What follows belongs to an exercise in optimizing a design on an open flow for small area; a production flow would make more cautious choices.
The RTL was checked by simulation tests, not by an equivalence proof against the original design.
Power figures rest on the tool's default switching activity, not on a simulated workload.

## synth_top
module synth_top #(
    parameter int clks_per_bit = 8,
    parameter int sample_div   = 64
) (
    input  logic                            clk,
    input  logic                            rst_n,
    input  logic                            di,
    input  logic [3:0]                      channel,
    output logic [synth_pkg::sample_w-1:0]   sample,
    output logic                            sample_valid,
    input  logic                            sample_ready,
    output logic [synth_pkg::num_voices-1:0] voice_active
);
    logic [7:0]                      byte_data;
    logic                            byte_valid;
    logic [synth_pkg::midi_w-1:0]     first_byte;
    logic                            note_on;
    logic                            note_off;
    logic                            note_off_nx;
    logic                            cc_valid;
    logic [synth_pkg::num_voices-1:0] note_match;
    logic [synth_pkg::num_voices-1:0] off_sel;
    logic [1:0]                      h;
    logic                            wr_head;
    logic [synth_pkg::sample_w-1:0]   mix;
    logic                            sample_tick;
    synth_pkg::waveform_t            waveform;
    uart_rx #(
        .clks_per_bit(clks_per_bit)
    ) i_uart_rx (
  ...
Size in the first run: about 230 flip-flops, about 21 I/O pins, about 8800 µm² of cells after synthesis.
Settings: LEC_CHECK=0, ABC_AREA=1, CAP_MARGIN=20, CORE_MARGIN=2, CORE_UTILIZATION=60, CTS_BUF_LIST=sky130_fd_sc_hd__clkbuf_4, CTS_CLUSTER_SIZE=30, SLEW_MARGIN=20; clock period 10.0 ns.
run.sh (not shown) runs the stock make flow with config.mk's settings and CLKGATE_MAP_FILE= SYNTH_SCRIPT=/design/flow/synth_recipe.tcl, a recipe that flattens the netlist after the stock synthesis.
Change:
Settings changed: CORE_UTILIZATION 60 to 40, CTS_BUF_LIST sky130_fd_sc_hd__clkbuf_4 to default, CTS_CLUSTER_SIZE 30 to default.
Power grows by a little under a tenth.
Worst setup slack is about the same.
Fmax hardly moves.
Die area grows by well over a third.
Clock power grows by a quarter to a third.
Utilization shrinks by 21 points.
Critical path depth grows by 6.
Count of clock-buffer cells in the layout shrinks by 45.
Combinational power shrinks slightly.
Global-route usage shrinks by 8.1 points.
Routed wire length shrinks by a few percent.

========
## v6
synth_top, a different RTL version from the one above (not shown whole).
Size: about 880 cells after synthesis, roughly 21 I/O pins, ~0.0085 mm2 of cells after synthesis.
## synth_top
module synth_top #(
    parameter int clks_per_bit = 8,
    parameter int sample_div   = 64
) (
    input  logic                            clk,
    input  logic                            rst_n,
    input  logic                            di,
    input  logic [3:0]                      channel,
    output logic [synth_pkg::sample_w-1:0]   sample,
    output logic                            sample_valid,
    input  logic                            sample_ready,
    output logic [synth_pkg::num_voices-1:0] voice_active
);
    logic [7:0]                      byte_data;
    logic                            byte_valid;
    logic [synth_pkg::midi_w-1:0]     first_byte;
    logic                            note_on;
    logic                            note_off;
    logic                            note_off_nx;
    logic                            cc_valid;
    logic [synth_pkg::num_voices-1:0] note_match;
    logic [synth_pkg::num_voices-1:0] off_sel;
    logic [1:0]                      h;
    logic                            wr_head;
    logic [synth_pkg::sample_w-1:0]   mix;
    logic                            sample_tick;
    synth_pkg::waveform_t            waveform;
    uart_rx #(
        .clks_per_bit(clks_per_bit)
    ) i_uart_rx (
        .clk(clk), .rst_n(rst_n), .di(di),
        .byte_data(byte_data), .byte_valid(byte_valid)
    );
    midi_parser i_midi_parser (
        .clk(clk), .rst_n(rst_n), .channel(channel),
        .byte_data(byte_data), .byte_valid(byte_valid),
        .first_byte(first_byte),
        .note_on(note_on), .note_off(note_off), .note_off_nx(note_off_nx),
        .cc_valid(cc_valid)
    );
    voice_alloc i_voice_alloc (
        .clk(clk), .rst_n(rst_n),
        .note_on(note_on), .note_off(note_off),
        .note_match(note_match), .h(h),
  ...
==> flow/config.mk <==
export PLATFORM = sky130hd
export DESIGN_NAME = synth_top
export DESIGN_NICKNAME = synth_top
export VERILOG_FILES = /design/flow/design.v
export SDC_FILE = /design/flow/constraint.sdc
export NUM_CORES = 4
export LEC_CHECK = 0
export ABC_AREA = 1
export CAP_MARGIN = 20
export CORE_MARGIN = 2
export CORE_UTILIZATION = 60
export SLEW_MARGIN = 20
==> flow/constraint.sdc <==
create_clock -name core_clock -period 10.0 [get_ports {clk}]
set_input_delay 2.0000 -clock core_clock [delete_from_list [all_inputs] [get_ports {clk}]]
set_output_delay 2.0000 -clock core_clock [all_outputs]
set_load 0.01 [all_outputs]
standard.sh (not shown) runs the stock make flow with config.mk's settings and CLKGATE_MAP_FILE= SYNTH_SCRIPT=/design/flow/synth_recipe.tcl, a recipe that flattens the netlist after the stock synthesis.
==> flow/flow/run.sh <==
#!/bin/bash
set -euo pipefail
cd "$(dirname "$0")/.."
bash standard.sh \
  "CTS_ARGS=-sink_clustering_enable -repair_clock_nets -dont_use_dummy_load -sink_clustering_size 16 -sink_clustering_max_diameter 40 -buf_list {sky130_fd_sc_hd__clkbuf_4 sky130_fd_sc_hd__clkbuf_8}" \
  "BUFFER_PORTS_ARGS=-buffer_cell sky130_fd_sc_hd__buf_1" \
  finish > flow.log 2>&1
v6 | status: complete | timing, DRC, antenna: pass
Edits applied to the flow inputs when going from v6 to v7:
==> flow/flow/run.sh <==
#!/bin/bash
set -euo pipefail
cd "$(dirname "$0")/.."
bash standard.sh \
  "CTS_ARGS=-sink_clustering_enable -repair_clock_nets -dont_use_dummy_load -sink_clustering_size 12 -sink_clustering_max_diameter 30 -buf_list sky130_fd_sc_hd__clkbuf_4" \
  "BUFFER_PORTS_ARGS=-buffer_cell sky130_fd_sc_hd__buf_1" \
  finish > flow.log 2>&1
Results
v7 | status: complete | timing, DRC, antenna: pass
Diff v6 -> v7: via count of the first global-routing pass increased by 2.0% relative to the old numbers, proportion of power drawn by the clock network decreased by 2.5 points relative to the old numbers, share of the core filled with cells decreased by 0.65 points relative to the old numbers, H-tree level count increased by 1 relative to the old numbers.
Against v6 as the reference, v7 delivers a higher global-route wire length before repair.
| setup slack | v7 vs v6 | worse |
Global-route usage ended up 0.51 points higher on v7 than on v6.
Compared with v6, v7 shows a lower total power.
Clock sink count: v7 vs v6 identical
Looking at sequential cell fraction of total power across v7 and v6, the one that comes out higher is v7.

[afterwards: timing with drivers on the ports]
Ports are ideal in the flow. The routed layouts listed here were re-timed in OpenROAD.
Step 1 sets driving cells, clkbuf_16 on the clock port and buf_2 on the other inputs (assumed; they add their load-dependent delay and slew).
Step 2 moves the port delays by t, midway between the first and last clock arrival at a register: inputs arrive t later, outputs are due t later. That takes back most of the time a late clock gives input paths.
Slacks: ideal / step 1 / step 2; pairs: ideal / step 1.
run | t (ns) | slack for setup (ns) | worst hold slack (ns) | worst setup path after step 2 | worst data-port slew with drivers (ns)
the first run of note 1 | 0.661 | 6.024 / 6.024 / 5.905 | 0.284 / 0.284 / 0.284 | input to register | 0.03
the second run of note 1 | 0.545 | 6.024 / 6.024 / 5.898 | 0.312 / 0.312 / 0.312 | input to register | 0.03
v6 | 0.562 | 4.891 / 4.891 / 4.891 | 0.280 / 0.280 / 0.280 | register to register | 0.03
v7 | 0.622 | 4.869 / 4.869 / 4.869 | 0.280 / 0.280 / 0.280 | register to register | 0.03
After both steps setup and hold are still met in every run listed. For the second run of note 1, which loses most, drivers alone change the setup slack by 0.000 ns; drivers and shift together by -0.126 ns.
